This is an optimization exercise on Yosys and OpenROAD, whose aim is small area, a short achievable clock period and few clock cycles per item, not a production implementation.
Where RTL was checked, it was by simulation tests only, not by an equivalence proof against the original.
No functional check of the RTL was part of run 1.
Power is estimated from default activity; no workload was simulated.

--- flow/constraint.sdc ---
create_clock -name core_clock -period 7.0 [get_ports {clk}]
set_input_delay 1.4000 -clock core_clock [delete_from_list [all_inputs] [get_ports {clk}]]
set_output_delay 1.4000 -clock core_clock [all_outputs]
set_load 0.01 [all_outputs]
--- flow/config.mk ---
export PLATFORM = sky130hd
export DESIGN_NAME = two_way_cache_ctrl
export DESIGN_NICKNAME = two_way_cache_ctrl
export VERILOG_FILES = /design/flow/design.v
export SDC_FILE = /design/flow/constraint.sdc
export NUM_CORES = 4
export LEC_CHECK = 0
export CAP_MARGIN = 20
export CORE_MARGIN = 2
export CORE_UTILIZATION = 55
export SETUP_SLACK_MARGIN = 4.5
export SLEW_MARGIN = 20
export SYNTH_MEMORY_MAX_BITS = 8192
--- flow/design.v ---
module two_way_cache_ctrl #(
    parameter int ADDR_SIZE       = 32,
    parameter int NUM_SETS        = 16,
    parameter int WORDS_PER_BLOCK = 4
) (
    input  logic                 clk,
    input  logic                 rst,
    input  logic                 cpu_req_valid,
    output logic                 cpu_req_ready,
    input  logic                 cpu_we,
    input  logic [ADDR_SIZE-1:0] cpu_addr,
    input  logic [31:0]          cpu_wdata,
    output logic                 cpu_resp_valid,
    output logic [31:0]          cpu_rdata,
    output logic                 mem_req,
    output logic                 mem_we,
    output logic [ADDR_SIZE-1:0] mem_addr,
    output logic [31:0]          mem_wdata,
    input  logic [31:0]          mem_rdata,
    input  logic                 mem_ack,
    output logic [ADDR_SIZE-1:0] lru_addr,
    output logic                 lru_replace,
    input  logic                 lru_preferred
);
    localparam int WB = $clog2(WORDS_PER_BLOCK);
    localparam int OB = 2 + WB;
    localparam int SB = $clog2(NUM_SETS);
    localparam int TB = ADDR_SIZE - SB - OB;
    localparam int AW = ADDR_SIZE - 2;           
    localparam int NL = NUM_SETS * WORDS_PER_BLOCK;
    localparam int QD = 2;                       
    localparam int QB = $clog2(QD);
    localparam int QC = $clog2(QD + 1);
    localparam int NR = 3;                       
    localparam int RB = $clog2(NR);
    localparam int RC = $clog2(NR + 1);
    logic [NL-1:0][31:0]         r_data0, r_data1;
    logic [NUM_SETS-1:0][TB-1:0] r_tag0, r_tag1;
    logic [NUM_SETS-1:0] r_val0, r_val1;
    logic          r0_v, r0_we;
    logic [AW-1:0] r0_addr;
    logic [31:0]   r0_wdata;
    logic          r1_v, r1_we;
    logic [NUM_SETS-1:0] r1_soh;                 
    logic [WORDS_PER_BLOCK-1:0] r1_woh;          
    logic [AW-1:0] r1_addr;
    logic [31:0]   r1_wdata;
    logic          r2_v, r2_we, r2_hit, r2_way;
    logic          r2_mdone, r2_ldone, r2_adone;
    logic          tw_v, tw_way;
    logic [SB-1:0] tw_set;
    logic [TB-1:0] tw_tag;
    logic [AW-1:0] r2_addr;
    logic [31:0]   r2_wdata, r2_rd0, r2_rd1;
    logic          r_flip;                       
    logic [SB-1:0] r_lset;
    logic          h_v, h_we, h_vic, h_first;
    logic [RB-1:0] h_rqi;
    logic [WB-1:0] h_left;
    logic [AW-1:0] h_addr;
    logic [31:0]   h_wdata;
    logic          f_we   [QD];
    logic          f_vic  [QD];
    logic [RB-1:0] f_rqi  [QD];
    logic [AW-1:0] f_addr [QD];
    logic [31:0]   f_wdata[QD];
    logic [QD-1:0] f_ev;                         
    logic [QC-1:0] f_cnt;
    logic [QB-1:0] f_rp, f_wp;
    logic          rd_v;
    logic [31:0]   rd_data;
    logic [SB-1:0] rd_set;
    logic          rd_way;
    logic [WB-1:0] rd_word;
    logic [NR-1:0] rq_rdy;
    logic [31:0]   rq_data [NR];
    logic [RB-1:0] rq_rp, rq_wp;
    logic [RC-1:0] rq_cnt;
    logic          r_resp_v;
    logic [31:0]   r_resp_d;
    logic [SB-1:0] w1_set;
    logic [WB-1:0] w1_word;
    logic [TB-1:0] w1_tag;
    logic          w1_hit0, w1_hit1;
    logic [31:0]   w1_rd0, w1_rd1;
    assign w1_set  = r1_addr[OB-2 +: SB];
    assign w1_word = r1_addr[0 +: WB];
    assign w1_tag  = r1_addr[AW-1 -: TB];
    always_comb begin
        logic [TB-1:0] t0, t1;
        logic          v0, v1;
        t0 = '0; t1 = '0; v0 = 1'b0; v1 = 1'b0;
        w1_rd0 = '0; w1_rd1 = '0;
        for (int i = 0; i < NUM_SETS; i++) begin
            t0 = t0 | ({TB{r1_soh[i]}} & r_tag0[i]);
            t1 = t1 | ({TB{r1_soh[i]}} & r_tag1[i]);
            v0 = v0 | (r1_soh[i] & r_val0[i]);
            v1 = v1 | (r1_soh[i] & r_val1[i]);
            for (int j = 0; j < WORDS_PER_BLOCK; j++) begin
                w1_rd0 = w1_rd0 | ({32{r1_soh[i] & r1_woh[j]}} & r_data0[i * WORDS_PER_BLOCK + j]);
                w1_rd1 = w1_rd1 | ({32{r1_soh[i] & r1_woh[j]}} & r_data1[i * WORDS_PER_BLOCK + j]);
            end
        end
        w1_hit0 = v0 && t0 == w1_tag;
        w1_hit1 = v1 && t1 == w1_tag;
    end
    logic [SB-1:0] w2_set;
    logic          w2_need_lru, w2_need_mem, w2_need_arr, w2_rmiss;
    logic          w2_port_ok, w2_mem_ok;
    logic          w2_do_mem, w2_do_lru, w2_do_arr, w2_done, w2_resp_ok, w2_leave;
    logic          w2_pref, w2_flip;
    assign w2_set      = r2_addr[OB-2 +: SB];
    assign w2_rmiss    = !r2_we && !r2_hit;
    assign w2_need_lru = r2_hit || !r2_we;
    assign w2_need_mem = r2_we || !r2_hit;
    assign w2_need_arr = r2_we && r2_hit;
    assign w2_port_ok  = !r_flip || r_lset == w2_set;
    assign w2_mem_ok   = f_cnt != QD;
    assign w2_do_mem   = r2_v && w2_need_mem && !r2_mdone && w2_mem_ok &&
                         (r2_we || (w2_port_ok && w2_resp_ok));
    assign w2_do_lru   = r2_v && w2_need_lru && !r2_ldone && w2_port_ok &&
                         (!w2_rmiss || (w2_mem_ok && w2_resp_ok));
    assign w2_do_arr   = r2_v && w2_need_arr && !r2_adone && !rd_v;
    assign w2_done     = (r2_mdone || w2_do_mem || !w2_need_mem) &&
                         (r2_ldone || w2_do_lru || !w2_need_lru) &&
                         (r2_adone || w2_do_arr || !w2_need_arr);
    assign w2_resp_ok  = rq_cnt != NR;
    assign w2_leave    = r2_v && w2_done && w2_resp_ok;
    assign w2_pref     = lru_preferred ^ r_flip;
    assign w2_flip     = w2_do_lru && (!r2_hit || r2_way == w2_pref);
    logic w1_haz, w1_adv, w1_free, w_acc;
    logic w_pop, w_push, w_take, w_put;
    always_comb begin
        w1_haz = 1'b0;
        if (r2_v && w2_set == w1_set &&
            ((w2_need_arr && !r2_adone) || (w2_rmiss && !r2_ldone))) w1_haz = 1'b1;
        if (tw_v && tw_set == w1_set) w1_haz = 1'b1;
        if (h_v && !h_we && h_addr[AW-1:WB] == r1_addr[AW-1:WB]) w1_haz = 1'b1;
        for (int i = 0; i < QD; i++)
            if (f_ev[i] && !f_we[i] && f_addr[i][AW-1:WB] == r1_addr[AW-1:WB]) w1_haz = 1'b1;
        if (rd_v && rd_set == w1_set) w1_haz = 1'b1;
    end
    assign w1_adv  = r1_v && !w1_haz && (!r2_v || w2_leave);
    assign w1_free = !r1_v || w1_adv;
    assign w_acc   = cpu_req_valid && !r0_v && !rst;
    assign w_pop   = h_v && mem_ack && (h_we || h_left == '0);
    assign w_push  = w2_do_mem;
    assign w_take  = w_pop && f_cnt != '0;
    assign w_put   = w_push && h_v && !(w_pop && f_cnt == '0);
    assign cpu_req_ready  = !r0_v;
    assign cpu_resp_valid = r_resp_v;
    assign cpu_rdata      = r_resp_d;
    assign mem_req        = h_v;
    assign mem_we         = h_we;
    assign mem_addr       = {h_addr, 2'b00};
    assign mem_wdata      = h_wdata;
    assign lru_addr       = {{TB{1'b0}}, r_lset, {OB{1'b0}}};
    assign lru_replace    = r_flip;
    function automatic logic [QB-1:0] qinc(input logic [QB-1:0] p);
        if (p == QD - 1) qinc = '0;
        else             qinc = p + 1'b1;
    endfunction
    function automatic logic [RB-1:0] rinc(input logic [RB-1:0] p);
        if (p == NR - 1) rinc = '0;
        else             rinc = p + 1'b1;
    endfunction
    logic w_crit, w_rq_pop;
    assign w_crit   = h_v && !h_we && h_first && mem_ack;
    assign w_rq_pop = rq_cnt != '0 && rq_rdy[rq_rp];
    always_ff @(posedge clk) begin
        if (rst) begin
            r0_v        <= 1'b0;
            r1_v        <= 1'b0;
            r2_v        <= 1'b0;
            r_flip      <= 1'b0;
            h_v         <= 1'b0;
            f_ev        <= '0;
            f_cnt       <= '0;
            f_rp        <= '0;
            f_wp        <= '0;
            rd_v        <= 1'b0;
            tw_v        <= 1'b0;
            rq_rdy      <= '0;
            rq_rp       <= '0;
            rq_wp       <= '0;
            rq_cnt      <= '0;
            r_resp_v    <= 1'b0;
        end else begin
            r0_v <= r0_v ? !w1_free : (w_acc && !w1_free);
            if (w1_free) r1_v <= r0_v || w_acc;
            if (w1_adv) r2_v <= 1'b1;
            else if (w2_leave) r2_v <= 1'b0;
            r_flip <= w2_flip;
            if (w_pop) h_v <= f_cnt != '0 || w_push;
            else if (!h_v && w_push) h_v <= 1'b1;
            if (w_take) begin
                f_rp <= qinc(f_rp);
                f_ev[f_rp] <= 1'b0;
            end
            if (w_put) begin
                f_wp <= qinc(f_wp);
                f_ev[f_wp] <= 1'b1;
            end
            if (w_take && !w_put) f_cnt <= f_cnt - 1'b1;
            else if (w_put && !w_take) f_cnt <= f_cnt + 1'b1;
            rd_v <= h_v && !h_we && mem_ack;
            tw_v <= w2_do_lru && w2_rmiss;
            r_resp_v <= w_rq_pop;
            if (w_rq_pop) begin
                rq_rp <= rinc(rq_rp);
                rq_rdy[rq_rp] <= 1'b0;
            end
            if (w2_leave) begin
                rq_wp <= rinc(rq_wp);
                rq_rdy[rq_wp] <= !w2_rmiss;
            end
            if (w_crit) rq_rdy[h_rqi] <= 1'b1;
            if (w2_leave && !w_rq_pop) rq_cnt <= rq_cnt + 1'b1;
            else if (!w2_leave && w_rq_pop) rq_cnt <= rq_cnt - 1'b1;
        end
    end
    always_ff @(posedge clk) begin
        if (!r0_v) begin
            r0_we    <= cpu_we;
            r0_addr  <= cpu_addr[ADDR_SIZE-1:2];
            r0_wdata <= cpu_wdata;
        end
        if (w1_free) begin
            r1_we    <= r0_v ? r0_we    : cpu_we;
            r1_addr  <= r0_v ? r0_addr  : cpu_addr[ADDR_SIZE-1:2];
            r1_wdata <= r0_v ? r0_wdata : cpu_wdata;
            for (int i = 0; i < NUM_SETS; i++)
                r1_soh[i] <= (r0_v ? r0_addr[OB-2 +: SB] : cpu_addr[OB +: SB]) == i;
            for (int j = 0; j < WORDS_PER_BLOCK; j++)
                r1_woh[j] <= (r0_v ? r0_addr[0 +: WB] : cpu_addr[2 +: WB]) == j;
        end
        if (w1_adv) begin
            r2_we    <= r1_we;
            r2_addr  <= r1_addr;
            r2_wdata <= r1_wdata;
            r2_hit   <= w1_hit0 || w1_hit1;
            r2_way   <= w1_hit1;
            r2_rd0   <= w1_rd0;
            r2_rd1   <= w1_rd1;
            r2_mdone <= 1'b0;
            r2_ldone <= 1'b0;
            r2_adone <= 1'b0;
        end else begin
            if (w2_do_mem) r2_mdone <= 1'b1;
            if (w2_do_lru) r2_ldone <= 1'b1;
            if (w2_do_arr) r2_adone <= 1'b1;
        end
        tw_set <= w2_set;
        tw_way <= w2_pref;
        tw_tag <= r2_addr[AW-1 -: TB];
        r_lset <= w2_flip ? w2_set :
                  (r2_v && !w2_leave) ? w2_set : w1_set;
        if (w_pop || !h_v) begin
            if (w_take) begin
                h_we    <= f_we[f_rp];
                h_vic   <= f_vic[f_rp];
                h_rqi   <= f_rqi[f_rp];
                h_addr  <= f_addr[f_rp];
                h_wdata <= f_wdata[f_rp];
            end else begin
                h_we    <= r2_we;
                h_vic   <= w2_pref;
                h_rqi   <= rq_wp;
                h_addr  <= r2_addr;
                h_wdata <= r2_wdata;
            end
            h_first <= 1'b1;
            h_left  <= '1;
        end else if (mem_ack) begin
            h_addr[WB-1:0] <= h_addr[WB-1:0] + 1'b1;
            h_left         <= h_left - 1'b1;
            h_first        <= 1'b0;
        end
        if (w_push && h_v) begin
            f_we[f_wp]    <= r2_we;
            f_vic[f_wp]   <= w2_pref;
            f_rqi[f_wp]   <= rq_wp;
            f_addr[f_wp]  <= r2_addr;
            f_wdata[f_wp] <= r2_wdata;
        end
        rd_data <= mem_rdata;
        rd_set  <= h_addr[OB-2 +: SB];
        rd_way  <= h_vic;
        rd_word <= h_addr[WB-1:0];
        for (int i = 0; i < NR; i++) begin
            if (h_v && !h_we && h_first && h_rqi == i) begin
                if (mem_ack) rq_data[i] <= mem_rdata;
            end else if (w2_leave && rq_wp == i) begin
                rq_data[i] <= r2_way ? r2_rd1 : r2_rd0;
            end
        end
        r_resp_d <= rq_data[rq_rp];
    end
    logic          w_wen;
    logic [SB-1:0] w_wset;
    logic          w_wway;
    logic [WB-1:0] w_wword;
    logic [31:0]   w_wdat;
    assign w_wen   = rd_v || w2_do_arr;
    assign w_wset  = rd_v ? rd_set  : w2_set;
    assign w_wway  = rd_v ? rd_way  : r2_way;
    assign w_wword = rd_v ? rd_word : r2_addr[0 +: WB];
    assign w_wdat  = rd_v ? rd_data : r2_wdata;
    always_ff @(posedge clk) begin
        for (int i = 0; i < NL; i++) begin
            if (w_wen && !w_wway && {w_wset, w_wword} == i) r_data0[i] <= w_wdat;
            if (w_wen &&  w_wway && {w_wset, w_wword} == i) r_data1[i] <= w_wdat;
        end
        if (tw_v) begin
            for (int i = 0; i < NUM_SETS; i++) begin
                if (!tw_way && tw_set == i) r_tag0[i] <= tw_tag;
                if ( tw_way && tw_set == i) r_tag1[i] <= tw_tag;
            end
        end
    end
    always_ff @(posedge clk) begin
        if (rst) begin
            r_val0 <= '0;
            r_val1 <= '0;
        end else if (tw_v) begin
            if (!tw_way) r_val0[tw_set] <= 1'b1;
            else         r_val1[tw_set] <= 1'b1;
        end
    end
endmodule
--- flow/run.sh ---
#!/bin/bash
# synth_recipe.tcl (not shown) runs the flow's synth.tcl, then flattens the netlist and writes it again
# the make line also repeats each setting of config.mk as NAME=value (left out here)
make -C /OpenROAD-flow-scripts/flow DESIGN_CONFIG=/design/flow/config.mk WORK_HOME=/design/flow/orfs CLKGATE_MAP_FILE= SYNTH_SCRIPT=/design/flow/synth_recipe.tcl finish
==> results of run 1 <==
[per-stage QoR]
| step | instance area [um^2] | std cells | worst slack, ns | utilization |
|---|---|---|---|---|
| floorplan | 203000 | 10600 | 3.74 | - |
| global placement | 212000 | 15300 | 2.05 | 0.580 |
| detailed placement | 212000 | 15300 | 2.03 | 0.581 |
| CTS | 260000 | 17700 | 3.84 | 0.712 |
[repair_timing]
action                     4_1_cts
hold endpoints to repair         0
setup endpoints to repair     7864
resized for setup             2706
buffers inserted              1058
pin swaps                      408
cloned                         383
[power by group through the flow]
stage	clock, mW	sequential, mW	combinational [mW]
detailed placement	0	38.5	5.01
floorplan	0	38.2	2.51
CTS	29.3	37.7	7.31
global placement	0	38.5	4.95
[worst min path at each step]
stage          depth (start not counted)     endpoint  slack (ns)
2_1_floorplan                          0       rd_way        0.32
3_3_place_gp                           0       rd_way        0.39
3_5_place_dp                           0       rd_way        0.36
4_1_cts                                0  r2_wdata[6]        0.41
[metal layers]
layer  GRT usage  GRT overflow
met3       0.509             0
met5       0.412            15
met2       0.737             0
met4       0.573             0
met1       0.640             0
[cells by family after synthesis]
| group | after synthesis | share of synthesized area |
|---|---|---|
| compound gates | 2768 | 0.116 |
| simple gates | 1043 | 0.0265 |
| fa+ha+maj | 17 | 0.00106 |
| other cells | 1 | 0.0000186 |
| buf+inv | 746 | 0.0164 |
| flops | 5599 | 0.823 |
| xor+xnor | 155 | 0.00674 |
| mux | 199 | 0.0105 |
==> reports/metrics.yaml, run 1 <==
floorplan:
  floorplan.io_pins: 235
  starting_density: 0.552
  fp.dieH_um: 609
  rows: 222
  die_w_um: 609
synth:
  async_reset_ff_frac: 0
  mappedNetlistArea_um2: 201000
  ys_seq_elements: 5599
  ys_types: 57
  yosysTopAreaCell: "edfxtp_1"
  ys.warnings.count: 2
  synth_enable_flop_cells: 5370
  yosys-top-cells-count: "edfxtp_1, a22o_1, a221oi_1"
  netlist_top_cells_area: "edfxtp_1, a22o_1, a221oi_1, dfxtp_1, nand4_1"
  synth_top_area_frac: 0.801
  synth_most_common_cell: "edfxtp_1"
  syn_inst: 10500
  ys_seq_area_frac: 0.823
  syn_area_per_cell_um2: 19.1
  synth-main-ff-cell: "edfxtp_1"
placed_design:
  io_buffers: 202
  finalWeightedCongestion: 0.870
  final_hpwl_dp_um: 415000
cts:
  cts.sinks: 5599
  cts_buffer_depth: 4
  cts.hold.buffers_added: 0
  cts_inserted_buffers: 561
  cts.root.buffer_cell: "clkbuf_16"
  htree_num_levels: 6
outcome:
  haltStage: "global routing (5_1_grt)"
  firstError: "[ERROR GRT-0232] Routing congestion too high. Check the congestion heatmap in the GUI."
  run_status: "aborted with a tool error"
grt:
  grt_max_degree: 114
  global_route_total_usage_across_every_layer: 0.623
  grt_overflow: 15
==> run 2, diff against run 1 <==
--- a/flow/design.v
+++ b/flow/design.v
@@ -39,3 +39,3 @@
     logic [NUM_SETS-1:0] r_val0, r_val1;
-    logic          r0_v, r0_we;
+    logic          r0_v, r0_we, r_ready;           
     logic [AW-1:0] r0_addr;
@@ -137,3 +137,9 @@
         if (tw_v && tw_set == w1_set) w1_haz = 1'b1;
-        if (h_v && !h_we && h_addr[AW-1:WB] == r1_addr[AW-1:WB]) w1_haz = 1'b1;
+        begin
+            logic [WB-1:0] d;
+            d = h_addr[WB-1:0] - w1_word;        
+            if (h_v && !h_we && h_addr[AW-1:WB] == r1_addr[AW-1:WB] &&
+                (d == '0 || {1'b0, d} + {1'b0, h_left} > WORDS_PER_BLOCK - 1))
+                w1_haz = 1'b1;
+        end
         for (int i = 0; i < QD; i++)
@@ -149,3 +155,3 @@
     assign w_put   = w_push && h_v && !(w_pop && f_cnt == '0);
-    assign cpu_req_ready  = !r0_v;
+    assign cpu_req_ready  = r_ready;
     assign cpu_resp_valid = r_resp_v;
@@ -172,2 +178,3 @@
             r0_v        <= 1'b0;
+            r_ready     <= 1'b1;
             r1_v        <= 1'b0;
@@ -188,3 +195,4 @@
         end else begin
-            r0_v <= r0_v ? !w1_free : (w_acc && !w1_free);
+            r0_v    <= r0_v ? !w1_free : (w_acc && !w1_free);
+            r_ready <= r0_v ? w1_free : !(w_acc && !w1_free);
             if (w1_free) r1_v <= r0_v || w_acc;
--- a/flow/config.mk
+++ b/flow/config.mk
@@ -9,4 +9,6 @@
 export CORE_MARGIN = 2
-export CORE_UTILIZATION = 55
-export SETUP_SLACK_MARGIN = 4.5
+export CORE_UTILIZATION = 45
+export CTS_CLUSTER_DIAMETER = 80
+export CTS_CLUSTER_SIZE = 20
+export SETUP_SLACK_MARGIN = 3.85
 export SLEW_MARGIN = 20
==> reports/metrics.yaml, run 2 <==
outcome:
  run_status: "complete, no violations"
detailed_routing:
  routed_wire_length_per_instance_um: 50.0
  final_antenna_net_count: 0
  post_drt_via_cell_ratio: 7.63
  routed_wirelength_um: 873000
  drt-pass1-iter-count: 12
  dr.first_iter.drc_count: 32700
  num_vias: 133000
  drc: 0
placed_design:
  dpl.cell_count: 16400
  placedInstanceArea_um2: 213000
  io_buffers: 202
  final_hpwl_dp_um: 418000
  finalWeightedCongestion: 0.871
  pre_cts_slack_ns: 2.47
cts:
  cts.sinks: 5600
  cts.clk_slew.worst_paths_ns: 0.09
  cts.root.buffer_cell: "clkbuf_16"
  htree_num_levels: 5
  cts_inserted_buffers: 321
  cts_buffer_depth: 4
  clkLatencyLatePin_ns: 1.04
  clock_tree_from_tritoncts: "done"
synth:
  ys_seq_elements: 5600
  synth_top_area_frac: 0.800
  synth_most_common_cell: "edfxtp_1"
  ys.warnings.count: 2
  async_reset_ff_frac: 0
  ys_types: 60
  synth_mux_area_frac: 0.0104
  netlist_top_cells_area: "edfxtp_1, a22o_1, a221oi_1, dfxtp_1, nand4_1"
  syn_inst: 10500
  synth_top_family_by_area: "compound AO/OA/AOI/OAI gates"
  synth-main-ff-cell: "edfxtp_1"
  complex_gate_fraction_of_the_synthesized_area: 0.115
  yosysTopAreaCell: "edfxtp_1"
  synth-xor-area-share: 0.00695
  yosys-top-cells-count: "edfxtp_1, a22o_1, a221oi_1"
  ys_seq_area_frac: 0.823
  post_synth_fa_ha_maj_area_fraction: 0.00124
  syn_area_per_cell_um2: 19.1
  synth_enable_flop_cells: 5370
  mappedNetlistArea_um2: 202000
  synth-simple-area-share: 0.0269
power_and_ir_drop:
  power_mw: 63.6
  power_per_cell_area_nw_per_um2: 276
  power.leakage_nw: 71.8
  peakVddDrop_mv: 0.196
layout:
  syn2layout_area_growth_pct: 14.3
  design_area_um2: 230000
  multiInputGateArea_um2: 35300
  fin_cells: 17500
  biggestRegsByFlops: "r_data0: 2048 flops, r_data1: 2048 flops"
  area.sequential_um2: 166000
  finalNetCount: 11400
  drive_above_1_share: 0.158
  n_fill_cell: 34800
  mostFrequentLayoutCells: "edfxtp_1, a22o_1, a221oi_1, buf_4, clkbuf_16"
  mostFrequentLayoutCell: "edfxtp_1"
job:
  cap_viol_max_count: 0
timing:
  period_minus_slack_ns: 3.41
  least_margin_pin_slew_ns: 1.39
  hold_viol_final: 0
  final.setup.tns_ns: 0
  slew_violations: 0
  setup_repair_after_global_routing_missed_its_margin: "true"
  achievable_frequency_ghz: 0.293
  slew_headroom: 0.0753
  fin_worst_skew_ns: 0.0769
  setup_ws_ns: 3.59
  finalSetupViolCount: 0
  min_period_over_period: 0.487
grt:
  global_route_total_usage_across_every_layer: 0.365
  grt_max_degree: 127
  grt_overflow: 0
  grt_antenna_before_repair: 112
  first_global_vias: 116000
  grt_pass1_wl_um: 1100000
floorplan:
  design.die.area_um2: 453000
  die_w_um: 673
  core_area_um2: 446000
  starting_density: 0.452
  fp.dieH_um: 673
  rows: 245
  floorplan.io_pins: 235
worst_setup_path:
  timing.critical_path.from_type: "flop"
  timing.critical_path.to_type: "flop"
  critical-path-max-stage-delay_ns: 0.55
  critical_path_type: "reg -> reg"
  cp_data_arrival_time_ns: 4.15
  critical_path.cell_chain: "buf_12, buf_4, and2_4, buf_4, bufbuf_16, a22o_1, a221oi_1, nand4_1, or4_1"
  critical_path.slowest_cell: "or4_1"
  critical_path.reg2reg.endpoint: "r2_rd1[28]"
  reg2reg_depth: 9
  worstPathRequired_ns: 7.74
  critPathLaunch: "r1_woh[0]"
  worstReg2RegStart: "r1_woh[0]"
  r2r_setup_slack_ns: 3.59
  critical_path_peak_fanout: 26
  cp_most_frequent_cell: "buf_4"
hold_path:
  hold-path-endpoint: "r2_wdata[30]"
  hold_path.startpoint: "r1_wdata[30]"
  hold_depth: 0
  hp-class: "reg -> reg"
==> run 2: worst max path at each step <==
stage                     slack, ns             to
after floorplan                1.86     r2_addr[0]
after global placement         2.45       f_cnt[1]
after detailed placement       2.47       f_cnt[1]
after CTS                      3.65  f_wdata[1][4]
after global routing           3.72       f_cnt[1]
final                          3.59     r2_rd1[28]
==> run 2: layout make-up <==
type | instances | share of cell area
Clock inverter | 23 | 0.00110
Timing Repair inverter | 1 | 0.0000217
Multi-Input combinational cell | 4269 | 0.153
Tap cell | 5928 | 0.0322
Timing Repair Buffer | 1092 | 0.0546
Inverter | 34 | 0.000570
Antenna cell | 123 | 0.00134
Sequential cell | 5600 | 0.720
Clock buffer | 382 | 0.0369
==> run 2: logic make-up (layout without fill, tap and decap cells) <==
family / count (synthesis) / in the layout
flip-flops: 5600 / 5600
AO/OA/AOI/OAI: 2769 / 2769
AND/OR/NAND/NOR: 1056 / 1093
buffers and inverters: 743 / 1532
multiplexers: 197 / 197
XOR/XNOR: 160 / 160
adder cells (fa/ha/maj): 20 / 20
other: 1 / 153
==> run 2: metrics by stage <==
| stage | hold WS [ns] | util |
|---|---|---|
| final | 0.427 | 0.517 |
| after global routing | 0.433 | 0.516 |
| after CTS | 0.423 | 0.511 |
| after detailed placement | 0.405 | 0.478 |
| after global placement | 0.406 | 0.477 |
| after floorplan | 0.323 | - |
==> run 2: critical path, delay by kind of cell, from the launching register on <==
| family | cells | cell delay [ns] |
|---|---|---|
| buffers and inverters | 4 | 1.06 |
| and+or+nand+nor | 3 | 0.96 |
| AOI/OAI and AO/OA | 2 | 0.61 |
| DFF | 1 | 0.42 |
==> run 2: what timing repair did <==
item | 4_1_cts | 5_1_grt
endpoints found under the setup margin | 5061 | 2498
pin swaps | 145 | 57
hold buffers | 0 | 0
gates resized for setup | 527 | 207
buffers inserted | 348 | 96
gates cloned | 49 | 26
==> run 2: report_power, final <==
| group | internal, mW | leakage [nW] | switching (mW) |
|---|---|---|---|
| combinational | 1.81 | 17.2 | 4.58 |
| sequential | 37.3 | 50.3 | 0.442 |
| clock | 8.62 | 4.27 | 10.8 |
| total | 47.8 | 71.8 | 15.9 |
==> run 2: metal layers <==
layer	GRT usage	share of wire	up-vias	routed length [um]
li1	-	-	46000	-
met1	0.466	0.32	67200	282000
met2	0.505	0.40	16100	353000
met3	0.166	0.19	3821	166000
met4	0.223	0.080	73	69700
met5	0.0121	0.0025	-	2180
Testbench counts of run 2, summed over its fixed seeds: cycles 7,230, items 3,200.
==> run 3, diff against run 2 <==
--- a/flow/design.v
+++ b/flow/design.v
@@ -44,3 +44,3 @@
     logic [NUM_SETS-1:0] r1_soh;                 
-    logic [WORDS_PER_BLOCK-1:0] r1_woh;          
+    logic [NL-1:0] r1_swoh;                      
     logic [AW-1:0] r1_addr;
@@ -99,4 +99,4 @@
             for (int j = 0; j < WORDS_PER_BLOCK; j++) begin
-                w1_rd0 = w1_rd0 | ({32{r1_soh[i] & r1_woh[j]}} & r_data0[i * WORDS_PER_BLOCK + j]);
-                w1_rd1 = w1_rd1 | ({32{r1_soh[i] & r1_woh[j]}} & r_data1[i * WORDS_PER_BLOCK + j]);
+                w1_rd0 = w1_rd0 | ({32{r1_swoh[i * WORDS_PER_BLOCK + j]}} & r_data0[i * WORDS_PER_BLOCK + j]);
+                w1_rd1 = w1_rd1 | ({32{r1_swoh[i * WORDS_PER_BLOCK + j]}} & r_data1[i * WORDS_PER_BLOCK + j]);
             end
@@ -241,4 +241,4 @@
                 r1_soh[i] <= (r0_v ? r0_addr[OB-2 +: SB] : cpu_addr[OB +: SB]) == i;
-            for (int j = 0; j < WORDS_PER_BLOCK; j++)
-                r1_woh[j] <= (r0_v ? r0_addr[0 +: WB] : cpu_addr[2 +: WB]) == j;
+            for (int k = 0; k < NL; k++)
+                r1_swoh[k] <= (r0_v ? r0_addr[0 +: SB + WB] : cpu_addr[2 +: SB + WB]) == k;
         end
@@ -286,8 +286,10 @@
         end
-        if (w_push && h_v) begin
-            f_we[f_wp]    <= r2_we;
-            f_vic[f_wp]   <= w2_pref;
-            f_rqi[f_wp]   <= rq_wp;
-            f_addr[f_wp]  <= r2_addr;
-            f_wdata[f_wp] <= r2_wdata;
+        for (int i = 0; i < QD; i++) begin
+            if (!f_ev[i]) begin
+                f_we[i]    <= r2_we;
+                f_vic[i]   <= w2_pref;
+                f_rqi[i]   <= rq_wp;
+                f_addr[i]  <= r2_addr;
+                f_wdata[i] <= r2_wdata;
+            end
         end
@@ -306,16 +308,27 @@
     end
-    logic          w_wen;
-    logic [SB-1:0] w_wset;
-    logic          w_wway;
-    logic [WB-1:0] w_wword;
     logic [31:0]   w_wdat;
-    assign w_wen   = rd_v || w2_do_arr;
-    assign w_wset  = rd_v ? rd_set  : w2_set;
-    assign w_wway  = rd_v ? rd_way  : r2_way;
-    assign w_wword = rd_v ? rd_word : r2_addr[0 +: WB];
+    logic [NUM_SETS-1:0] w_ra, w_rc;
+    logic [2*WORDS_PER_BLOCK-1:0] w_rb, w_rdd;
+    logic [NL-1:0] w_wen0, w_wen1;
     assign w_wdat  = rd_v ? rd_data : r2_wdata;
+    always_comb begin
+        for (int i = 0; i < NUM_SETS; i++) begin
+            w_ra[i] = w2_do_arr && w2_set == i;
+            w_rc[i] = rd_v && rd_set == i;
+        end
+        for (int k = 0; k < 2 * WORDS_PER_BLOCK; k++) begin
+            w_rb[k]  = {r2_way, r2_addr[0 +: WB]} == k;
+            w_rdd[k] = {rd_way, rd_word} == k;
+        end
+        for (int i = 0; i < NUM_SETS; i++)
+            for (int j = 0; j < WORDS_PER_BLOCK; j++) begin
+                w_wen0[i * WORDS_PER_BLOCK + j] = (w_ra[i] && w_rb[j]) || (w_rc[i] && w_rdd[j]);
+                w_wen1[i * WORDS_PER_BLOCK + j] = (w_ra[i] && w_rb[WORDS_PER_BLOCK + j]) ||
+                                                  (w_rc[i] && w_rdd[WORDS_PER_BLOCK + j]);
+            end
+    end
     always_ff @(posedge clk) begin
         for (int i = 0; i < NL; i++) begin
-            if (w_wen && !w_wway && {w_wset, w_wword} == i) r_data0[i] <= w_wdat;
-            if (w_wen &&  w_wway && {w_wset, w_wword} == i) r_data1[i] <= w_wdat;
+            if (w_wen0[i]) r_data0[i] <= w_wdat;
+            if (w_wen1[i]) r_data1[i] <= w_wdat;
         end
--- a/flow/config.mk
+++ b/flow/config.mk
@@ -10,4 +10,4 @@
 export CORE_UTILIZATION = 45
-export CTS_CLUSTER_DIAMETER = 80
-export CTS_CLUSTER_SIZE = 20
+export CTS_CLUSTER_DIAMETER = 100
+export CTS_CLUSTER_SIZE = 24
 export SETUP_SLACK_MARGIN = 3.85
==> reports/metrics.yaml, run 3 <==
worst_setup_path:
  r2r_setup_slack_ns: 3.65
  timing.critical_path.from_type: "flop"
  cp_data_arrival_time_ns: 4.06
  critical_path_peak_fanout: 57
  timing.critical_path.to_type: "flop"
  critical_path_type: "reg -> reg"
  worstPathRequired_ns: 7.71
hold_path:
  hp-class: "reg -> reg"
timing:
  finalSetupViolCount: 0
  hold_viol_final: 0
  slew_headroom: 0.108
  least_margin_pin_slew_ns: 1.34
  achievable_frequency_ghz: 0.298
  setup_repair_after_global_routing_missed_its_margin: "true"
  setup_ws_ns: 3.65
  slew_violations: 0
  min_period_over_period: 0.479
  final.setup.tns_ns: 0
  period_minus_slack_ns: 3.35
  fin_worst_skew_ns: 0.0547
cts:
  cts_buffer_depth: 4
  clkLatencyLatePin_ns: 1.01
  cts.sinks: 5659
  cts.clk_slew.worst_paths_ns: 0.10
  htree_num_levels: 5
  clock_tree_from_tritoncts: "done"
  cts.root.buffer_cell: "clkbuf_16"
  cts.hold.buffers_added: 0
  cts_inserted_buffers: 275
synth:
  complex_gate_fraction_of_the_synthesized_area: 0.118
  yosysTopAreaCell: "edfxtp_1"
  synth_enable_flop_cells: 5430
  ys_seq_elements: 5659
  netlist_top_cells_area: "edfxtp_1, a221oi_1, a22o_1, dfxtp_1, nand4_1"
  async_reset_ff_frac: 0
  synth_top_family_by_area: "compound AO/OA/AOI/OAI gates"
  mappedNetlistArea_um2: 203000
  ys_seq_area_frac: 0.825
  synth-xor-area-share: 0.00693
  synth_top_area_frac: 0.802
  synth_mux_area_frac: 0.0103
  ys.warnings.count: 7
  syn_inst: 10600
  syn_area_per_cell_um2: 19.1
  ys_types: 55
  synth-simple-area-share: 0.0240
  post_synth_fa_ha_maj_area_fraction: 0.00123
  yosys-top-cells-count: "edfxtp_1, a221oi_1, a22o_1"
  synth-main-ff-cell: "edfxtp_1"
  synth_most_common_cell: "edfxtp_1"
job:
  cap_viol_max_count: 0
layout:
  mostFrequentLayoutCell: "edfxtp_1"
  drive_above_1_share: 0.127
  mostFrequentLayoutCells: "edfxtp_1, a22o_1, a221oi_1, buf_4, nand4_1"
  finalNetCount: 11300
  utilization_after_layout: 0.508
  fin_cells: 17200
  biggestRegsByFlops: "r_data0: 2048 flops, r_data1: 2048 flops"
  syn2layout_area_growth_pct: 12.3
  n_fill_cell: 35400
placed_design:
  io_buffers: 202
  dpl.cell_count: 16600
  final_hpwl_dp_um: 413000
  finalWeightedCongestion: 0.875
  pre_cts_slack_ns: 2.61
grt:
  grt_overflow: 0
  grt_pass1_wl_um: 1050000
  first_global_vias: 115000
  grt_antenna_before_repair: 45
  global_route_total_usage_across_every_layer: 0.343
  grt_max_degree: 135
power_and_ir_drop:
  peakVddDrop_mv: 0.190
  power.leakage_nw: 70.1
  power_mw: 62.3
  power_per_cell_area_nw_per_um2: 273
detailed_routing:
  final_antenna_net_count: 0
  num_vias: 127000
  drt-pass1-iter-count: 9
  routed_wirelength_um: 812000
  routed_wire_length_per_instance_um: 47.1
  dr.first_iter.drc_count: 28100
  post_drt_via_cell_ratio: 7.38
  drc: 0
floorplan:
  rows: 246
  starting_density: 0.452
  floorplan.io_pins: 235
  die_w_um: 676
  core_area_um2: 449000
  fp.dieH_um: 676
  design.die.area_um2: 457000
outcome:
  run_status: "complete, no violations"
-- run 3: changes by cell type in the layout (fill, tap and decap cells not counted), sizes merged, moves of 21 or more --
cell    change
buf       -151
o22ai     +125
and2       -95
diode      -88
a21oi      +65
o21ai      -63
edfxtp     +60
nand2      -56
clkbuf     -25
xnor2      +21
xor2       -21
-- run 3: logic make-up (layout without fill, tap and decap cells) --
group                    Yosys count  after routing
flip-flops                      5659           5659
other                              1             65
AO/OA/AOI/OAI                   2890           2890
multiplexers                     197            197
AND/OR/NAND/NOR                  943            945
XOR/XNOR                         160            160
buffers and inverters            755           1342
adder cells (fa/ha/maj)           20             20
-- run 3: worst paths after layout --
kind                      from            to  depth (start not counted)
setup / recovery   r1_swoh[37]     r2_rd1[8]                          5
hold / removal    r1_wdata[27]  r2_wdata[27]                          0
setup reg to reg   r1_swoh[37]     r2_rd1[8]                          5
hold reg to reg   r1_wdata[27]  r2_wdata[27]                          0
-- run 3: stage by stage --
step | cell area (um^2) | hold WS, ns
after global placement | 216000 | 0.403
after global routing | 228000 | 0.431
after detailed placement | 217000 | 0.405
after CTS | 227000 | 0.427
after floorplan | 204000 | 0.323
final | 228000 | 0.423
-- run 3: where the power goes --
group | switching [mW] | internal (mW)
Sequential | 0.395 | 37.7
Combinational | 4.48 | 1.62
Clock | 10.5 | 7.56
-- run 3: layout make-up --
cell class	count	area, um^2	share of cell area
clock buffer	361	7450	0.0326
multi-input combinational	4242	35300	0.155
antenna	35	87.6	0.000384
timing repair inverter	1	5.00	0.0000219
sequential	5659	168000	0.735
timing repair buffer	916	9860	0.0432
clock inverter	18	219	0.000959
tap	5952	7450	0.0326
inverter	46	206	0.000904
-- run 3: metal layers --
layer  wire [um]  GRT usage  up-vias
met5         230   0.000421        -
met4       55100      0.180       36
met3      139000      0.119     2650
met2      346000      0.502    13200
met1      272000      0.453    65400
li1            -          -    45900
-- run 3: repair_timing --
item / CTS / global route
buffers inserted: 185 / 46
pin swaps: 65 / 23
endpoints found under the setup margin: 4593 / 2340
gates cloned: 7 / 8
gates resized for setup: 436 / 106
-- run 3: worst max-delay path, cell delays in order (launching register included) --
cell and delay, ns:
edfxtp_1 0.52, buf_12 0.24, a22o_1 0.48, a221oi_1 0.41
nand4_1 0.29, or4_1 0.63
Testbench counts of run 3, summed over its fixed seeds: cycles 7,230, items 3,200.
==> run 4, diff against run 3 <==
--- a/flow/config.mk
+++ b/flow/config.mk
@@ -12,3 +12,3 @@
 export CTS_CLUSTER_SIZE = 24
-export SETUP_SLACK_MARGIN = 3.85
+export SETUP_SLACK_MARGIN = 3.95
 export SLEW_MARGIN = 20
==> reports/metrics.yaml, run 4 <==
outcome:
  run_status: "complete, no violations"
placed_design:
  io_buffers: 202
  placedInstanceArea_um2: 216000
  final_hpwl_dp_um: 419000
  dpl.cell_count: 16600
  finalWeightedCongestion: 0.868
layout:
  fin_cells: 17200
  multiInputGateArea_um2: 35700
  n_fill_cell: 35300
  area.sequential_um2: 168000
  mostFrequentLayoutCells: "edfxtp_1, a22o_1, a221oi_1, buf_4, nand4_1"
  syn2layout_area_growth_pct: 12.5
  design_area_um2: 229000
  mostFrequentLayoutCell: "edfxtp_1"
  biggestRegsByFlops: "r_data0: 2048 flops, r_data1: 2048 flops"
  finalNetCount: 11300
  drive_above_1_share: 0.137
worst_setup_path:
  r2r_setup_slack_ns: 3.82
  critical_path_type: "reg -> reg"
  timing.critical_path.to_type: "flop"
  critical_path.slowest_cell: "or4_4"
  worstReg2RegStart: "r1_swoh[57]"
  cp_data_arrival_time_ns: 3.91
  reg2reg_depth: 6
  timing.critical_path.from_type: "flop"
  critical_path.reg2reg.endpoint: "r2_rd0[12]"
  critPathLaunch: "r1_swoh[57]"
  worstPathRequired_ns: 7.73
  critical-path-max-stage-delay_ns: 0.74
  critical_path_peak_fanout: 31
  critical_path.cell_chain: "buf_4, buf_12, a22o_1, a221oi_1, nand4_1, or4_4"
timing:
  final.setup.tns_ns: 0
  setup_repair_after_global_routing_missed_its_margin: "true"
  period_minus_slack_ns: 3.18
  timing.hold.ws_ns: 0.427
  least_margin_pin_slew_ns: 1.35
  slew_headroom: 0.0881
  fin_worst_skew_ns: 0.0784
  achievable_frequency_ghz: 0.314
  min_period_over_period: 0.454
  slew_violations: 0
  hold_viol_final: 0
  finalSetupViolCount: 0
cts:
  cts_inserted_buffers: 275
  htree_num_levels: 5
  cts.sinks: 5659
  cts_buffer_depth: 4
  clkLatencyLatePin_ns: 1.03
  cts.root.buffer_cell: "clkbuf_16"
  clock_tree_from_tritoncts: "done"
  cts.clk_slew.worst_paths_ns: 0.10
floorplan:
  design.die.area_um2: 457000
  die_w_um: 676
  fp.dieH_um: 676
  core_area_um2: 449000
  starting_density: 0.452
  floorplan.io_pins: 235
  rows: 246
power_and_ir_drop:
  power.leakage_nw: 70.4
  power_per_cell_area_nw_per_um2: 273
  peakVddDrop_mv: 0.212
  power_mw: 62.5
detailed_routing:
  routed_wire_length_per_instance_um: 47.7
  drt-pass1-iter-count: 7
  routed_wirelength_um: 823000
  dr.first_iter.drc_count: 29200
  drc: 0
  final_antenna_net_count: 0
  post_drt_via_cell_ratio: 7.43
  num_vias: 128000
synth:
  synth-xor-area-share: 0.00693
  synth_top_area_frac: 0.802
  syn_inst: 10600
  async_reset_ff_frac: 0
  synth_top_family_by_area: "compound AO/OA/AOI/OAI gates"
  ys_seq_area_frac: 0.825
  synth-main-ff-cell: "edfxtp_1"
  complex_gate_fraction_of_the_synthesized_area: 0.118
  synth_enable_flop_cells: 5430
  mappedNetlistArea_um2: 203000
  ys_types: 55
  yosys-top-cells-count: "edfxtp_1, a221oi_1, a22o_1"
  ys.warnings.count: 7
  netlist_top_cells_area: "edfxtp_1, a221oi_1, a22o_1, dfxtp_1, nand4_1"
  ys_seq_elements: 5659
  yosysTopAreaCell: "edfxtp_1"
  syn_area_per_cell_um2: 19.1
  synth_mux_area_frac: 0.0103
  post_synth_fa_ha_maj_area_fraction: 0.00123
  synth-simple-area-share: 0.0240
  synth_most_common_cell: "edfxtp_1"
grt:
  global_route_total_usage_across_every_layer: 0.347
  grt_antenna_before_repair: 66
  grt_pass1_wl_um: 1060000
  grt_max_degree: 129
  first_global_vias: 115000
  grt_overflow: 0
hold_path:
  hold_depth: 0
  hp-class: "reg -> reg"
  hold-path-endpoint: "r2_wdata[10]"
  hold_path.startpoint: "r1_wdata[10]"
job:
  cap_viol_max_count: 0
==> run 4: cell types whose count changed in the layout (fill, tap and decap cells not counted), sizes merged <==
cell	delta
diode	+28
inv	+12
clkdlybuf4s15	+3
clkinvlp	-2
dlygate4sd2	-51
clkdlybuf4s50	-1
nor2	-1
bufbuf	-1
clkbuf	-4
clkinv	-1
buf	+33
dlymetal6s2s	+1
==> run 4: repair_timing <==
action | CTS | global route
hold buffers | 0 | 0
pin swaps | 69 | 35
setup buffers | 173 | 29
gates resized for setup | 781 | 147
cloned | 8 | 22
setup endpoints to repair | 4862 | 4155
==> run 4: metal layers <==
layer | part of all wire | vias up | wire (um) | global-route usage
li1 | - | 45900 | - | -
met1 | 0.34 | 65900 | 276000 | 0.463
met2 | 0.43 | 13700 | 351000 | 0.509
met3 | 0.17 | 2646 | 143000 | 0.114
met4 | 0.064 | 41 | 53000 | 0.173
met5 | 0.00060 | - | 494 | 0.00968
==> run 4: metrics by stage <==
stage	worst slack (ns)	utilization
6_report	3.82	0.509
2_1_floorplan	1.15	-
3_5_place_dp	2.33	0.481
5_1_grt	3.82	0.509
4_1_cts	3.80	0.505
3_3_place_gp	2.20	0.480
==> run 4: final cells by class <==
class | instances | area share
sequential | 5659 | 0.733
multi-input combinational | 4241 | 0.156
timing repair buffer | 909 | 0.0435
tap | 5952 | 0.0326
clock buffer | 348 | 0.0318
clock inverter | 28 | 0.00139
inverter | 46 | 0.000914
antenna | 63 | 0.000689
==> run 4: worst max-delay path by stage <==
stage / to / cells after the start
after floorplan: r1_addr[0] / 7
after global placement: r_data0[949] / 7
after detailed placement: r_data1[1015] / 7
after CTS: mem_addr[5] / 1
after global routing: mem_addr[5] / 1
final: r2_rd0[12] / 6
==> run 4: where the power goes <==
part / switching [mW] / internal, mW / leakage (nW)
sequential: 0.410 / 37.7 / 51.1
combinational: 4.61 / 1.73 / 15.6
clock: 10.6 / 7.43 / 3.68
total: 15.6 / 46.9 / 70.4
==> run 4: kinds of logic after synthesis <==
logic type	count (synthesis)
AND/OR/NAND/NOR	943
buffers and inverters	755
XOR/XNOR	160
adder cells (fa/ha/maj)	20
other	1
AO/OA/AOI/OAI	2890
multiplexers	197
flip-flops	5659
==> run 4: critical path: cells and delay by family, from the launching register on <==
family,cells,cell delay [ns]
AO/OA/AOI/OAI,2,0.68
flip-flops,1,0.37
buffers and inverters,2,0.79
AND/OR/NAND/NOR,2,0.99
==> run 5, diff against run 4 <==
--- a/flow/design.v
+++ b/flow/design.v
@@ -42,3 +42,3 @@
     logic [31:0]   r0_wdata;
-    logic          r1_v, r1_we;
+    logic          r1_v, r1_we, r1_mdone;
     logic [NUM_SETS-1:0] r1_soh;                 
@@ -131,3 +131,6 @@
     logic w1_haz, w1_adv, w1_free, w_acc;
-    logic w_pop, w_push, w_take, w_put;
+    logic w_pop, w_push, w_take, w_put, w1_push;
+    logic          wp_we;
+    logic [AW-1:0] wp_addr;
+    logic [31:0]   wp_wdata;
     always_comb begin
@@ -152,3 +155,8 @@
     assign w_pop   = h_v && mem_ack && (h_we || h_left == '0);
-    assign w_push  = w2_do_mem;
+    assign w1_push = r1_v && r1_we && !r1_mdone && w2_mem_ok &&
+                     !(r2_v && w2_need_mem && !r2_mdone);
+    assign w_push  = w2_do_mem || w1_push;
+    assign wp_we    = w1_push ? 1'b1     : r2_we;
+    assign wp_addr  = w1_push ? r1_addr  : r2_addr;
+    assign wp_wdata = w1_push ? r1_wdata : r2_wdata;
     assign w_take  = w_pop && f_cnt != '0;
@@ -239,2 +247,3 @@
             r1_wdata <= r0_v ? r0_wdata : cpu_wdata;
+            r1_mdone <= 1'b0;
             for (int i = 0; i < NUM_SETS; i++)
@@ -244,2 +253,3 @@
         end
+        else if (w1_push) r1_mdone <= 1'b1;
         if (w1_adv) begin
@@ -252,3 +262,3 @@
             r2_rd1   <= w1_rd1;
-            r2_mdone <= 1'b0;
+            r2_mdone <= r1_mdone || w1_push;
             r2_ldone <= 1'b0;
@@ -273,7 +283,7 @@
             end else begin
-                h_we    <= r2_we;
+                h_we    <= wp_we;
                 h_vic   <= w2_pref;
                 h_rqi   <= rq_wp;
-                h_addr  <= r2_addr;
-                h_wdata <= r2_wdata;
+                h_addr  <= wp_addr;
+                h_wdata <= wp_wdata;
             end
@@ -288,7 +298,7 @@
             if (!f_ev[i]) begin
-                f_we[i]    <= r2_we;
+                f_we[i]    <= wp_we;
                 f_vic[i]   <= w2_pref;
                 f_rqi[i]   <= rq_wp;
-                f_addr[i]  <= r2_addr;
-                f_wdata[i] <= r2_wdata;
+                f_addr[i]  <= wp_addr;
+                f_wdata[i] <= wp_wdata;
             end
--- a/flow/config.mk
+++ b/flow/config.mk
@@ -9,6 +9,6 @@
 export CORE_MARGIN = 2
-export CORE_UTILIZATION = 45
+export CORE_UTILIZATION = 40
 export CTS_CLUSTER_DIAMETER = 100
 export CTS_CLUSTER_SIZE = 24
-export SETUP_SLACK_MARGIN = 3.95
+export SETUP_SLACK_MARGIN = 3.85
 export SLEW_MARGIN = 20
==> reports/metrics.yaml, run 5 <==
layout:
  finalNetCount: 11300
  fin_cells: 18100
  area.sequential_um2: 168000
  multiInputGateArea_um2: 36100
  utilization_after_layout: 0.451
  mostFrequentLayoutCell: "edfxtp_1"
  drive_above_1_share: 0.131
  biggestRegsByFlops: "r_data0: 2048 flops, r_data1: 2048 flops"
  syn2layout_area_growth_pct: 12.4
  mostFrequentLayoutCells: "edfxtp_1, a22o_1, a221oi_1, buf_4, nor2_1"
  n_fill_cell: 42500
  design_area_um2: 229000
worst_setup_path:
  cp_data_arrival_time_ns: 3.97
  critical_path_peak_fanout: 23
  r2r_setup_slack_ns: 3.69
  timing.critical_path.from_type: "flop"
  worstPathRequired_ns: 7.66
  timing.critical_path.to_type: "flop"
  critical_path_type: "reg -> reg"
  critical_path.reg2reg.endpoint: "r_data0[14]"
  worstReg2RegStart: "rd_v"
  reg2reg_depth: 6
timing:
  slew_violations: 0
  hold_viol_final: 0
  finalSetupViolCount: 0
  fin_worst_skew_ns: 0.0730
  slew_headroom: 0.187
  final.setup.tns_ns: 0
  least_margin_pin_slew_ns: 1.21
  setup_repair_after_global_routing_missed_its_margin: "true"
  period_minus_slack_ns: 3.31
  achievable_frequency_ghz: 0.302
  min_period_over_period: 0.473
grt:
  global_route_total_usage_across_every_layer: 0.300
  grt_pass1_wl_um: 1050000
  grt_overflow: 0
  grt_max_degree: 129
  first_global_vias: 116000
  grt_antenna_before_repair: 60
detailed_routing:
  dr.first_iter.drc_count: 29400
  final_antenna_net_count: 0
  num_vias: 128000
  drt-pass1-iter-count: 8
  drc: 0
  routed_wirelength_um: 812000
  post_drt_via_cell_ratio: 7.09
  routed_wire_length_per_instance_um: 44.9
synth:
  syn_inst: 10700
  ys_types: 58
  synth-main-ff-cell: "edfxtp_1"
  synth_mux_area_frac: 0.0137
  yosysTopAreaCell: "edfxtp_1"
  synth_enable_flop_cells: 5431
  ys_seq_area_frac: 0.822
  mappedNetlistArea_um2: 204000
  ys.warnings.count: 7
  post_synth_fa_ha_maj_area_fraction: 0.00123
  complex_gate_fraction_of_the_synthesized_area: 0.118
  ys_seq_elements: 5660
  synth_top_area_frac: 0.799
  syn_area_per_cell_um2: 19.0
  async_reset_ff_frac: 0
  yosys-top-cells-count: "edfxtp_1, a221oi_1, a22o_1"
  synth-xor-area-share: 0.00669
  netlist_top_cells_area: "edfxtp_1, a221oi_1, a22o_1, dfxtp_1, nand4_1"
  synth_top_family_by_area: "compound AO/OA/AOI/OAI gates"
  synth_most_common_cell: "edfxtp_1"
  synth-simple-area-share: 0.0243
power_and_ir_drop:
  power_mw: 62.7
  share_clk_of_total_power: 0.286
  peakVddDrop_mv: 0.209
  share_seq_of_total_power: 0.611
  p_int_mw: 46.9
  power.share.switching: 0.252
  power_per_cell_area_nw_per_um2: 273
  power.leakage_nw: 70.3
  comb_power_share: 0.103
  p_switching_mw: 15.8
hold_path:
  hold-path-endpoint: "tw_tag[16]"
  hold_depth: 0
  hp-class: "reg -> reg"
  hold_path.startpoint: "r2_addr[22]"
cts:
  cts.sinks: 5660
  cts.root.buffer_cell: "clkbuf_16"
  clkLatencyLatePin_ns: 1.05
  cts.hold.buffers_added: 0
  cts_inserted_buffers: 274
  cts.clk_slew.worst_paths_ns: 0.10
  htree_num_levels: 5
  cts_buffer_depth: 4
  clock_tree_from_tritoncts: "done"
floorplan:
  design.die.area_um2: 516000
  rows: 262
  core_area_um2: 509000
  floorplan.io_pins: 235
  starting_density: 0.401
  fp.dieH_um: 718
  die_w_um: 718
placed_design:
  dpl.cell_count: 17400
  placedInstanceArea_um2: 218000
  final_hpwl_dp_um: 417000
  io_buffers: 202
  finalWeightedCongestion: 0.883
job:
  cap_viol_max_count: 0
outcome:
  run_status: "complete, no violations"
==> run 5: through the flow <==
stage | hold WS, ns | setup slack [ns]
final | 0.382 | 3.69
after floorplan | 0.323 | 0.145
after global placement | 0.361 | 2.22
after detailed placement | 0.357 | 2.17
after global routing | 0.390 | 3.77
after CTS | 0.387 | 3.69
==> run 5: logic make-up (layout without fill, tap and decap cells) <==
kind of cell             Yosys count  after routing
other                              1             70
AO/OA/AOI/OAI                   2896           2896
buffers and inverters            767           1315
AND/OR/NAND/NOR                  958            958
multiplexers                     259            259
XOR/XNOR                         156            156
adder cells (fa/ha/maj)           20             20
flip-flops                      5660           5660
==> run 5: worst max path at each step <==
stage          startpoint       endpoint  slack (ns)  depth (start not counted)
3_3_place_gp       r2_hit  r_data0[1620]        2.22                          6
3_5_place_dp       r2_hit  r_data0[1620]        2.17                          6
2_1_floorplan  r2_addr[2]     r1_addr[0]        0.15                          7
4_1_cts             r2_we    r_data0[18]        3.69                          7
6_report             rd_v    r_data0[14]        3.69                          6
5_1_grt              rd_v    r_data0[30]        3.77                          6
==> run 5: critical path: stages (launching register included) <==
cell     delay (ns)
dfxtp_2        0.44
inv_1          0.16
nor3_2         0.69
nand2_2        0.49
o22ai_4        0.30
buf_4          0.40
buf_8          0.41
==> run 5: layout make-up <==
| type | count | share of cell area |
|---|---|---|
| Multi-Input combinational cell | 4319 | 0.158 |
| Timing Repair inverter | 1 | 0.0000218 |
| Clock inverter | 30 | 0.00159 |
| Sequential cell | 5660 | 0.731 |
| Timing Repair Buffer | 888 | 0.0407 |
| Antenna cell | 40 | 0.000436 |
| Tap cell | 6732 | 0.0367 |
| Clock buffer | 346 | 0.0311 |
| Inverter | 50 | 0.000889 |
==> run 5: power groups by stage <==
stage                     Clock (mW)  Sequential, mW  Combinational [mW]
after floorplan                    0            38.9                2.83
after global placement             0            39.1                5.75
after detailed placement           0            39.1                5.83
after CTS                       17.8            38.3                6.04
after global routing            18.9            38.3                6.44
final                           17.9            38.3                6.48
==> run 5: layer usage <==
metal  up-vias  part of all wire  GRT usage
met4        30             0.070      0.163
met3      2685              0.16     0.0920
met5         -           0.00031          0
li1      46100                 -          -
met2     13500              0.43      0.450
met1     65700              0.33      0.391
==> run 5: what timing repair did <==
item	CTS	global route
endpoints found under the setup margin	4547	4950
cloned	5	9
setup buffers	175	32
resized for setup	586	95
pin swaps	61	21
Testbench counts of run 5, summed over its fixed seeds: cycles 7,197, items 3,200.
==> run 6, diff against run 5 <==
--- a/flow/design.v
+++ b/flow/design.v
@@ -45,2 +45,3 @@
     logic [NL-1:0] r1_swoh;                      
+    logic [NL-1:0] r1_swoh1;                     
     logic [AW-1:0] r1_addr;
@@ -100,3 +101,3 @@
                 w1_rd0 = w1_rd0 | ({32{r1_swoh[i * WORDS_PER_BLOCK + j]}} & r_data0[i * WORDS_PER_BLOCK + j]);
-                w1_rd1 = w1_rd1 | ({32{r1_swoh[i * WORDS_PER_BLOCK + j]}} & r_data1[i * WORDS_PER_BLOCK + j]);
+                w1_rd1 = w1_rd1 | ({32{r1_swoh1[i * WORDS_PER_BLOCK + j]}} & r_data1[i * WORDS_PER_BLOCK + j]);
             end
@@ -250,4 +251,7 @@
                 r1_soh[i] <= (r0_v ? r0_addr[OB-2 +: SB] : cpu_addr[OB +: SB]) == i;
-            for (int k = 0; k < NL; k++)
-                r1_swoh[k] <= (r0_v ? r0_addr[0 +: SB + WB] : cpu_addr[2 +: SB + WB]) == k;
+            for (int k = 0; k < NL; k++) begin
+                r1_swoh[k]  <= (r0_v ? r0_addr[0 +: SB + WB] : cpu_addr[2 +: SB + WB]) == k;
+                r1_swoh1[k] <= (r0_v ? r0_addr[0 +: SB + WB] : cpu_addr[2 +: SB + WB]) == k &&
+                               !(r0_v ? r0_we : cpu_we);
+            end
         end
--- a/flow/config.mk
+++ b/flow/config.mk
@@ -9,3 +9,3 @@
 export CORE_MARGIN = 2
-export CORE_UTILIZATION = 40
+export CORE_UTILIZATION = 45
 export CTS_CLUSTER_DIAMETER = 100
==> reports/metrics.yaml, run 6 <==
placed_design:
  pre_cts_slack_ns: 2.25
  finalWeightedCongestion: 0.888
  io_buffers: 202
  final_hpwl_dp_um: 432000
floorplan:
  design.die.area_um2: 464000
  starting_density: 0.452
  rows: 248
  core_area_um2: 456000
  floorplan.io_pins: 235
  die_w_um: 681
  fp.dieH_um: 681
synth:
  ys.warnings.count: 7
  ys_types: 69
  synth-xor-area-share: 0.00683
  ys_seq_area_frac: 0.822
  synth-main-ff-cell: "edfxtp_1"
  async_reset_ff_frac: 0
  mappedNetlistArea_um2: 206000
  synth_mux_area_frac: 0.0102
  synth_top_area_frac: 0.800
  syn_area_per_cell_um2: 18.9
  yosys-top-cells-count: "edfxtp_1, a22o_1, a221oi_1"
  complex_gate_fraction_of_the_synthesized_area: 0.117
  netlist_top_cells_area: "edfxtp_1, a22o_1, a221oi_1, dfxtp_1, nand4_1"
  yosysTopAreaCell: "edfxtp_1"
  synth_enable_flop_cells: 5495
  syn_inst: 10900
  synth_top_family_by_area: "compound AO/OA/AOI/OAI gates"
  post_synth_fa_ha_maj_area_fraction: 0.00121
  synth-simple-area-share: 0.0284
  synth_most_common_cell: "edfxtp_1"
  ys_seq_elements: 5724
timing:
  setup_ws_ns: 3.63
  min_period_over_period: 0.481
  slew_headroom: 0.0695
  finalSetupViolCount: 0
  fin_worst_skew_ns: 0.0528
  hold_viol_final: 0
  timing.hold.ws_ns: 0.380
  period_minus_slack_ns: 3.37
  achievable_frequency_ghz: 0.297
  setup_repair_after_global_routing_missed_its_margin: "true"
  least_margin_pin_slew_ns: 1.36
  slew_violations: 0
detailed_routing:
  drt-pass1-iter-count: 8
  dr.first_iter.drc_count: 28600
  routed_wire_length_per_instance_um: 47.0
  final_antenna_net_count: 0
  drc: 0
  routed_wirelength_um: 828000
  post_drt_via_cell_ratio: 7.36
  num_vias: 130000
cts:
  cts.hold.buffers_added: 0
  clock_tree_from_tritoncts: "done"
  cts.sinks: 5724
  cts.root.buffer_cell: "clkbuf_16"
  cts_buffer_depth: 4
  clkLatencyLatePin_ns: 1.02
  cts_inserted_buffers: 277
  htree_num_levels: 5
  cts.clk_slew.worst_paths_ns: 0.10
grt:
  first_global_vias: 117000
  grt_overflow: 0
  global_route_total_usage_across_every_layer: 0.345
  use_met3: 0.110
  grt_util_met2: 0.512
  grt_antenna_before_repair: 59
  groute.layer.met1.usage: 0.451
  grt_max_degree: 113
  global_routing_s_busiest_layer: "met2"
  grt_pass1_wl_um: 1070000
worst_setup_path:
  critical_path.cell_chain: "buf_4, buf_4, mux2i_1, a21oi_1"
  critical_path_peak_fanout: 22
  critical_path.reg2reg.endpoint: "rq_data[2][27]"
  timing.critical_path.from_type: "flop"
  path_buf_inv: 2
  reg2reg_depth: 4
  critical_path.slowest_cell: "mux2i_1"
  timing.critical_path.max_delay_family: "buffers and inverters"
  cp_most_frequent_cell: "buf_4"
  path_depth: 4
  critPathLaunch: "r2_way"
  critical_path_type: "reg -> reg"
  r2r_setup_slack_ns: 3.63
  critPathCapture: "rq_data[2][27]"
  timing.critical_path.to_type: "flop"
  critical-path-max-stage-delay_ns: 1.17
  worstPathRequired_ns: 7.71
  worstReg2RegStart: "r2_way"
  cp_data_arrival_time_ns: 4.08
layout:
  syn2layout_area_growth_pct: 11.8
  utilization_after_layout: 0.505
  finalNetCount: 11600
  mostFrequentLayoutCells: "edfxtp_1, a22o_1, a221oi_1, buf_4, nor2_1"
  biggestRegsByFlops: "r_data0: 2048 flops, r_data1: 2048 flops"
  n_fill_cell: 36200
  mostFrequentLayoutCell: "edfxtp_1"
  drive_above_1_share: 0.122
power_and_ir_drop:
  power_mw: 63.4
  power_per_cell_area_nw_per_um2: 275
  peakVddDrop_mv: 0.270
  power.leakage_nw: 71.3
hold_path:
  hp-class: "reg -> reg"
job:
  cap_viol_max_count: 0
outcome:
  run_status: "complete, no violations"
run 6: cell types whose count changed in the layout (fill, tap and decap cells not counted), moves of 17 or more:
cell / change
buf_2: -17
a221oi_1: +33
a22oi_1: -40
buf_12: -49
xnor2_1: +17
nand2_1: +187
xor2_1: -19
a22o_1: +20
edfxtp_1: +64
mux2_2: -67
nor2_1: +71
buf_4: +17
run 6: what timing repair did:
item / CTS / global route
endpoints found under the hold margin: 0 / 0
endpoints found under the setup margin: 5103 / 2786
gates cloned: 6 / 12
buffers inserted: 133 / 11
gates resized for setup: 482 / 97
pin swaps: 51 / 14
run 6: power breakdown:
group	switching [mW]	total (mW)	internal, mW
clock network	10.7	18.3	7.61
registers	0.504	38.8	38.3
logic	4.65	6.34	1.69
total	15.8	63.4	47.6
run 6: routing by layer:
layer | wire, um | vias up
met4 | 57900 | 14
met3 | 133000 | 2684
li1 | - | 46900
met2 | 359000 | 13100
met5 | 136 | -
met1 | 277000 | 66900
run 6: metrics by stage:
stage          cells  TNS, ns  instance area (um^2)
3_3_place_gp   17000        0                219000
5_1_grt        17500        0                230000
3_5_place_dp   17000        0                220000
6_report       17600        0                230000
4_1_cts        17500        0                230000
2_1_floorplan  10900   -67.89                206000
run 6: cell families (layout without fill, tap and decap cells):
kind of cell,after synthesis,count (layout)
XOR/XNOR,160,160
AO/OA/AOI/OAI,2894,2894
flip-flops,5724,5724
adder cells (fa/ha/maj),20,20
buffers and inverters,709,1307
multiplexers,197,197
AND/OR/NAND/NOR,1202,1202
other,1,85
run 6: how the worst min path moves through the flow:
stage	from	to	slack (ns)	cells past startpoint
finish	r2_addr[25]	tw_tag[19]	0.38	0
floorplan	h_vic	rd_way	0.32	0
global route	r2_addr[7]	tw_tag[1]	0.38	0
global placement	r2_addr[9]	tw_tag[3]	0.35	0
detailed placement	r2_addr[10]	tw_tag[4]	0.35	0
CTS	r2_addr[10]	tw_tag[4]	0.38	0
run 6: worst reg2reg max path, delay by kind of cell, from the launching register on:
family          cells  cell delay (ns)
buf+inv             2             1.27
mux                 1             1.25
flops               1             0.34
compound gates      1             0.20
run 6: area by class of cell:
| cell class | count | area [um^2] | share of cell area |
|---|---|---|---|
| timing repair buffer | 882 | 9000 | 0.0391 |
| clock buffer | 357 | 7470 | 0.0324 |
| inverter | 47 | 193 | 0.000836 |
| timing repair inverter | 1 | 5.00 | 0.0000217 |
| multi-input combinational | 4503 | 36300 | 0.157 |
| antenna | 55 | 138 | 0.000597 |
| clock inverter | 20 | 260 | 0.00113 |
| tap | 6000 | 7510 | 0.0326 |
| sequential | 5724 | 170000 | 0.736 |
Testbench counts of run 6, summed over its fixed seeds: cycles 7,197, items 3,200.

-- separate check: timing with driven ports --
Ports are ideal in the flow. The routed layouts listed here were re-timed in OpenROAD. Step 1 (the two cells are an assumption about what drives the block):
set clk [get_ports {clk}]
set_driving_cell -lib_cell sky130_fd_sc_hd__clkbuf_16 $clk
set_driving_cell -lib_cell sky130_fd_sc_hd__buf_2 [delete_from_list [all_inputs] $clk]
Step 2 moves the port delays by t, midway between the first and last clock arrival at a register: inputs arrive t later, outputs are due t later. That takes back most of the time a late clock gives input paths. a / b / c = ideal ports / drivers / drivers and shift; a / b = the first two.
| run | t, ns | slack for setup (ns) | worst hold slack (ns) | clock arrival spread, ns | worst slew at a driven data input, ns |
|---|---|---|---|---|---|
| run 2 | 1.128 | 3.591 / 3.591 / 3.138 | 0.427 / 0.427 / 0.427 | 0.093 / 0.092 | 0.12 |
| run 3 | 1.101 | 3.646 / 3.646 / 3.020 | 0.423 / 0.423 / 0.423 | 0.066 / 0.066 | 0.18 |
| run 4 | 1.115 | 3.820 / 3.697 / 3.355 | 0.427 / 0.427 / 0.427 | 0.084 / 0.085 | 0.26 |
| run 5 | 1.149 | 3.691 / 3.691 / 2.910 | 0.382 / 0.382 / 0.382 | 0.076 / 0.077 | 0.17 |
| run 6 | 1.113 | 3.633 / 3.633 / 3.126 | 0.380 / 0.380 / 0.380 | 0.057 / 0.057 | 0.20 |
After both steps setup and hold are still met in every run listed. The setup slack of run 5, which loses most, moves by 0.000 ns with the drivers and by -0.781 ns with both steps.
